From an optimization exercise on the open Yosys and OpenROAD flow, aimed at small area, a short achievable clock period and few clock cycles per item; shortcuts taken in it are not production practice. In this exercise RTL edits were held to simulation tests only and were not proved equivalent to the original. No activity file was given, so power comes from the tool's default toggle rates.

## old
Design present80_encrypt_core, start of the top module:
module present80_encrypt_core (
  input  wire logic                           clk,
  input  wire logic                           rst_n,
  input  wire logic                           in_valid,
  output logic                                in_ready,
  input  wire logic [p80enc_pkg::BLK_W-1:0]   in_plaintext,
  output logic                                out_valid,
  input  wire logic                           out_ready,
  output logic      [p80enc_pkg::BLK_W-1:0]   out_ciphertext,
  input  wire logic                           cfg_psel,
  input  wire logic                           cfg_penable,
  input  wire logic                           cfg_pwrite,
  input  wire logic [p80enc_pkg::ADDR_W-1:0]  cfg_paddr,
  input  wire logic [p80enc_pkg::DATA_W-1:0]  cfg_pwdata,
  output logic      [p80enc_pkg::DATA_W-1:0]  cfg_prdata,
  output logic                                cfg_pready
);
  localparam int unsigned NSTG = 31;    
  localparam int unsigned BW   = p80enc_pkg::BLK_W;
  localparam int unsigned KW   = p80enc_pkg::KEY_W;
  logic [BW-1:0]                key_high_r;
  logic [p80enc_pkg::KLO_W-1:0] key_low_r;
  logic                         cfg_wr;
  logic                         reg_sel;
  assign cfg_pready = 1'b1;
  assign reg_sel    = cfg_paddr[3];
  assign cfg_wr     = cfg_psel && cfg_penable && cfg_pwrite;
  logic [BW-1:0]                rd_high_n;
  logic [p80enc_pkg::KLO_W-1:0] rd_low_n;
  always_ff @(posedge clk) begin
    if (!rst_n) begin
      key_high_r <= '0;
      key_low_r  <= '0;
      rd_high_n  <= '1;
      rd_low_n   <= '1;
    end else if (cfg_wr) begin
      if (reg_sel == p80enc_pkg::REG_KEY_HIGH) begin
        key_high_r <= cfg_pwdata;
        rd_high_n  <= ~cfg_pwdata;
      end else begin
        key_low_r  <= cfg_pwdata[p80enc_pkg::KLO_W-1:0];
        rd_low_n   <= ~cfg_pwdata[p80enc_pkg::KLO_W-1:0];
      end
    end
  end
  assign cfg_prdata = (reg_sel == p80enc_pkg::REG_KEY_HIGH)
                      ? ~rd_high_n
                      : {{(p80enc_pkg::DATA_W-p80enc_pkg::KLO_W){1'b0}}, ~rd_low_n};
  logic [32:1][KW-1:0] ks;
  logic [31:1][3:0]    nib_c;    
  logic [31:1][3:0]    nib_r;
  logic [31:1][KW-1:0] rot;
  logic [KW-1:0]       ks2_c;
  assign ks[1] = {key_high_r, key_low_r};
  for (genvar r = 1; r <= 31; r++) begin : g_ks
  ...
Size: ~13000 cells after synthesis, about 140000 µm² of cells after synthesis.
==> flow/config.mk <==
export PLATFORM = sky130hd
export DESIGN_NAME = present80_encrypt_core
export DESIGN_NICKNAME = present80_encrypt_core
export VERILOG_FILES = /design/flow/design.v
export SDC_FILE = /design/flow/constraint.sdc
export NUM_CORES = 4
export LEC_CHECK = 0
export CAP_MARGIN = 20
export CORE_MARGIN = 2
export CORE_UTILIZATION = 45
export CTS_CLUSTER_DIAMETER = 100
export CTS_CLUSTER_SIZE = 25
export PLACE_DENSITY = 0.6
export SETUP_SLACK_MARGIN = 1.7
export SLEW_MARGIN = 20
==> flow/constraint.sdc <==
create_clock -name core_clock -period 4.0 [get_ports {clk}]
set_input_delay 0.8000 -clock core_clock [delete_from_list [all_inputs] [get_ports {clk}]]
set_output_delay 0.8000 -clock core_clock [all_outputs]
set_load 0.01 [all_outputs]
standard.sh (not shown) runs the stock make flow with config.mk's settings and CLKGATE_MAP_FILE= SYNTH_SCRIPT=/design/flow/synth_recipe.tcl, a recipe that flattens the netlist after the stock synthesis.
==> flow/flow/run.sh <==
#!/bin/bash
# Layout flow: the standard layout (standard.sh) with two changes.
# 1. Synthesis maps with an area-oriented ABC script (flow/abc_area4.script)
#    and skips Yosys's adder extraction; all other synthesis passes, the
#    register mapping, flattening and renaming are the standard script's.
# 2. Port buffering uses sky130_fd_sc_hd__buf_4 (every input and output port
#    still gets its own buffer), instead of the delay-cell buffer the standard
#    flow picks.
# Each tool's full output goes to a log file in the work folder.
set -euo pipefail
W=$(pwd)
F=$W/flow
S=$FLOW_HOME/scripts/synth.tcl
# Synthesis script: synth_recipe.tcl with ORFS's synth.tcl inlined and edited.
{
  head -n 1 "$W/synth_recipe.tcl"
  sed -e "s|log_cmd abc {\*}\$abc_args|log_cmd abc {*}[lreplace \$abc_args 1 1 $F/abc_area4.script]|" \
      -e 's|^  extract_fa {\*}|  # extract_fa {*}|' "$S"
  tail -n +3 "$W/synth_recipe.tcl"
} > "$W/own_synth.tcl"
grep -q "abc_area4.script" "$W/own_synth.tcl"
grep -q "# extract_fa" "$W/own_synth.tcl"
bash "$W/standard.sh" SYNTH_SCRIPT="$W/own_synth.tcl" synth > "$W/synth.log" 2>&1
bash "$W/standard.sh" "BUFFER_PORTS_ARGS=-buffer_cell sky130_fd_sc_hd__buf_4" ${STAGE:-finish} > "$W/layout.log" 2>&1
==> flow/flow/abc_area4.script <==
strash
ifraig
scorr
dc2
strash
&get -n
&dch -f
&nf -a
&put
mfs2 -a
strash
&get -n
&dch -f
&nf -a
&put
topo
stime -c
Testbench counts of old, summed over its fixed seeds: cycles 2,312, items 2,048.
The inputs of new differ from those of old as listed below.
diff --git a/flow/config.mk b/flow/config.mk
--- a/flow/config.mk
+++ b/flow/config.mk
@@ -7,3 +7,3 @@
 export LEC_CHECK = 0
-export CAP_MARGIN = 20
+export CAP_MARGIN = 10
 export CORE_MARGIN = 2
@@ -14,2 +14,2 @@
 export SETUP_SLACK_MARGIN = 1.7
-export SLEW_MARGIN = 20
+export SLEW_MARGIN = 10
Notes after the runs:
Switching share of power: old vs new — no meaningful difference
new and old ended up with nearly the same post-route standard cell area excluding fillers.
On post-layout instance count excluding filler cells, new and old are neck and neck.
The wire length on old is in line with that on new.
Re worst path buffer plus inverter count: new and old aren't equal, and the lower value belongs to new.
Going from old to new, the count of clock-buffer cells in the layout was found to have gone down by 1.2%.
Post-synthesis to final-layout area growth ends up higher on old.
Net count of the finished layout: new vs old — no meaningful difference
Setup slack in new is smaller than in old.

==> port drivers added, routing unchanged <==
The flow's constraints put no driver on any port. The routed layouts listed below were extracted and timed again, unchanged, in two steps.
Step 1 sets driving cells, clkbuf_16 on the clock port and buf_2 on the other inputs (assumed; they add their load-dependent delay and slew).
Step 2 moves the port delays by t, midway between the first and last clock arrival at a register: inputs arrive t later, outputs are due t later. That takes back most of the time a late clock gives input paths.
Three values: no drivers, after step 1, after step 2; two values: the first two.
| run | t, ns | slack for setup (ns) | hold WS [ns] | slew at the worst register clock pin (ns) |
|---|---|---|---|---|
| old | 0.943 | 1.652 / 1.505 / 1.101 | 0.227 / 0.145 / 0.455 | 0.11 / 0.11 |
| new | 0.939 | 1.647 / 1.482 / 1.072 | 0.240 / 0.156 / 0.458 | 0.11 / 0.11 |
After both steps every run listed still meets setup and hold. For new, which loses most, drivers alone change the setup slack by -0.165 ns; drivers and shift together by -0.575 ns.
